Background: an optimization exercise with open tools, aiming at small area, a short achievable clock period and few clock cycles per item. Do not read the settings as production practice. At most, simulation tests tie the RTL to the original design; equivalence was not proved. No activity file was given, so power comes from the tool's default toggle rates.

==> module AhbSlaveController, before the edit <==
module AhbSlaveController
(
  input logic HCLK,
  input logic HRESET,
  input logic HSEL,
  input logic [31:0] HADDR,
  input logic [1:0] HTRANS,
  input logic HWRITE,
  input logic [2:0] HSIZE,
  input logic [2:0] HBURST,
  input logic HMASTLOCK,
  input logic HREADY,
  input logic [63:0] HWDATA,
  output logic [63:0] HRDATA,
  output logic HREADYOUT,
  output logic HRESP,
  output logic reqValid,
  output logic reqNext,
  output logic reqDir,
  output logic [63:0] reqKey1,
  output logic [63:0] reqKey2,
  output logic [63:0] reqKey3,
  input logic [2:0] keyBusy,
  input logic [2:0] keyBusyNext,
  output logic resultDone,
  input logic resultValid,
  input logic resultValidNext,
  input logic resultNext,
  input logic [63:0] result0,
  input logic [63:0] result1
);
  localparam logic [31:0] Base = 32'hAAAAAAA0;
  logic [5:0] addrSel;
  logic [5:0] phaseSel;
  logic [6:0] readSel;
  logic illegal;
  logic transfer;
  logic phaseOk;
  logic phaseError;
  logic phaseWrite;
  logic errLate;
  logic writeNow;
  logic phaseOkNext;
  logic phaseErrorNext;
  logic phaseWriteNext;
  logic [5:0] phaseSelNext;
  logic readyNext;
  logic ready;
  logic [63:0] modeReg;
  logic [63:0] key1Reg;
  logic [63:0] key2Reg;
  logic [63:0] key3Reg;
  logic [63:0] dataReg;
  always_comb
    for (int i = 0; i < 6; i++)
      addrSel[i] = (HADDR == Base + 32'(8 * i));
  assign transfer = HSEL && HREADY && HTRANS[1];
  assign illegal = (HSIZE != 3'b011) || (HBURST != 3'b000) || HMASTLOCK ||
                   (addrSel == 6'd0) || (HWRITE && addrSel[5]);
  assign phaseOkNext = HREADY ? (transfer && !illegal) : phaseOk;
  assign phaseErrorNext = HREADY ? (transfer && illegal) : phaseError;
  assign phaseWriteNext = HREADY ? HWRITE : phaseWrite;
  assign phaseSelNext = HREADY ? addrSel : phaseSel;
  always_comb
  begin
    if (phaseErrorNext)
      readyNext = phaseError && !errLate;
    else if (phaseOkNext && phaseWriteNext)
      readyNext = !(|(phaseSelNext[3:1] & keyBusyNext));
    else if (phaseOkNext && phaseSelNext[5])
      readyNext = resultValidNext;
    else
      readyNext = 1'b1;
  end
  always_ff @(posedge HCLK, negedge HRESET)
  begin
    if (!HRESET)
    begin
      phaseOk <= 1'b0;
      phaseError <= 1'b0;
      errLate <= 1'b0;
      ready <= 1'b1;
      modeReg <= '0;
    end
    else
    begin
      errLate <= phaseError && !errLate;
      phaseOk <= phaseOkNext;
      phaseError <= phaseErrorNext;
      ready <= readyNext;
      if (writeNow && phaseSel[0])
        modeReg <= HWDATA;
    end
  end
  always_ff @(posedge HCLK)
  begin
    phaseWrite <= phaseWriteNext;
    phaseSel <= phaseSelNext;
    if (HREADY)
      readSel <= {addrSel[4:0], addrSel[5] && !resultNext, addrSel[5] && resultNext};
    if (writeNow && phaseSel[1])
      key1Reg <= HWDATA;
    if (writeNow && phaseSel[2])
      key2Reg <= HWDATA;
    if (writeNow && phaseSel[3])
      key3Reg <= HWDATA;
    if (writeNow && phaseSel[4])
      dataReg <= HWDATA;
  end
  assign HRESP = phaseError;
  assign HREADYOUT = ready;
  assign writeNow = phaseOk && phaseWrite && ready;
  assign resultDone = phaseOk && !phaseWrite && phaseSel[5] && ready;
  always_comb
  begin
    HRDATA = '0;
    if (readSel[2]) HRDATA = HRDATA | modeReg;
    if (readSel[3]) HRDATA = HRDATA | key1Reg;
    if (readSel[4]) HRDATA = HRDATA | key2Reg;
    if (readSel[5]) HRDATA = HRDATA | key3Reg;
    if (readSel[6]) HRDATA = HRDATA | dataReg;
    if (readSel[1]) HRDATA = HRDATA | result0;
    if (readSel[0]) HRDATA = HRDATA | result1;
  end
  assign reqValid = phaseOk && phaseWrite && phaseSel[4];
  assign reqNext = transfer && !illegal && HWRITE && addrSel[4];
  assign reqDir = modeReg[0];
  assign reqKey1 = key1Reg;
  assign reqKey2 = key2Reg;
  assign reqKey3 = key3Reg;
endmodule
clock: 7.0 ns
lec_check: 0
cap_margin: 20
core_margin: 2
core_utilization: 30
setup_slack_margin: 3.3
slew_margin: 20
run.sh (not shown) runs the stock make flow with config.mk's settings and CLKGATE_MAP_FILE= SYNTH_SCRIPT=/design/flow/synth_recipe.tcl, a recipe that flattens the netlist after the stock synthesis.
The first run completed without violations.
Then changed:
--- a/flow/design.v
+++ b/flow/design.v
@@ -51,8 +51,9 @@
   logic [63:0] key1Reg;
   logic [63:0] key2Reg;
   logic [63:0] key3Reg;
   logic [63:0] dataReg;
+  logic [63:0] readData;
   always_comb
     for (int i = 0; i < 6; i++)
       addrSel[i] = (HADDR == Base + 32'(8 * i));
   assign transfer = HSEL && HREADY && HTRANS[1];
@@ -67,10 +68,12 @@
     if (phaseErrorNext)
       readyNext = phaseError && !errLate;
     else if (phaseOkNext && phaseWriteNext)
       readyNext = !(|(phaseSelNext[3:1] & keyBusyNext));
-    else if (phaseOkNext && phaseSelNext[5])
-      readyNext = resultValidNext;
+    else if (phaseOkNext && HREADY)
+      readyNext = 1'b0;
+    else if (phaseOkNext && phaseSel[5])
+      readyNext = resultValid;
     else
       readyNext = 1'b1;
   end
   always_ff @(posedge HCLK, negedge HRESET)
@@ -113,17 +116,19 @@
   assign writeNow = phaseOk && phaseWrite && ready;
   assign resultDone = phaseOk && !phaseWrite && phaseSel[5] && ready;
   always_comb
   begin
-    HRDATA = '0;
-    if (readSel[2]) HRDATA = HRDATA | modeReg;
-    if (readSel[3]) HRDATA = HRDATA | key1Reg;
-    if (readSel[4]) HRDATA = HRDATA | key2Reg;
-    if (readSel[5]) HRDATA = HRDATA | key3Reg;
-    if (readSel[6]) HRDATA = HRDATA | dataReg;
-    if (readSel[1]) HRDATA = HRDATA | result0;
-    if (readSel[0]) HRDATA = HRDATA | result1;
+    readData = '0;
+    if (readSel[2]) readData = readData | modeReg;
+    if (readSel[3]) readData = readData | key1Reg;
+    if (readSel[4]) readData = readData | key2Reg;
+    if (readSel[5]) readData = readData | key3Reg;
+    if (readSel[6]) readData = readData | dataReg;
+    if (readSel[1]) readData = readData | result0;
+    if (readSel[0]) readData = readData | result1;
   end
+  always_ff @(posedge HCLK)
+    HRDATA <= readData;
   assign reqValid = phaseOk && phaseWrite && phaseSel[4];
   assign reqNext = transfer && !illegal && HWRITE && addrSel[4];
   assign reqDir = modeReg[0];
   assign reqKey1 = key1Reg;
After rerunning: Fmax went up by a little under a tenth. Power went up by roughly a tenth. Flip-flop and latch count went up by 64. Cell area went up slightly. Sequential share of layout area went up by 2.3 points.
Testbench counts after the change, summed over its fixed seeds: cycles 8,288, items 320.
For the first run of this note, only the layout was checked, not whether the RTL still works.

[port drivers added, routing unchanged]
How much do the figures lean on ideal ports? The routed layouts below were timed once more, with nothing changed but the port constraints. Step 1, drivers: a clkbuf_16 drives HCLK and a buf_2 each remaining input, both assumed. Step 2, shift: input delay + t, output delay - t, t = (earliest + latest rising clock arrival at the registers) / 2. This alone moves slack from input paths to output paths. Slacks: ideal ports / drivers / drivers and shift; pairs: ideal ports / drivers.
| run | t, ns | slack for setup (ns) | worst setup path after step 2 | clock arrival spread, ns | slew at the worst register clock pin (ns) |
|---|---|---|---|---|---|
| the first run | 0.744 | 3.103 / 3.029 / 3.140 | input to register | 0.044 / 0.044 | 0.07 / 0.07 |
| the second run | 0.744 | 3.375 / 3.375 / 3.356 | input to register | 0.027 / 0.027 | 0.07 / 0.07 |
After both steps every run listed still meets setup and hold. For the second run, which loses most, drivers alone change the setup slack by 0.000 ns; drivers and shift together by -0.019 ns.
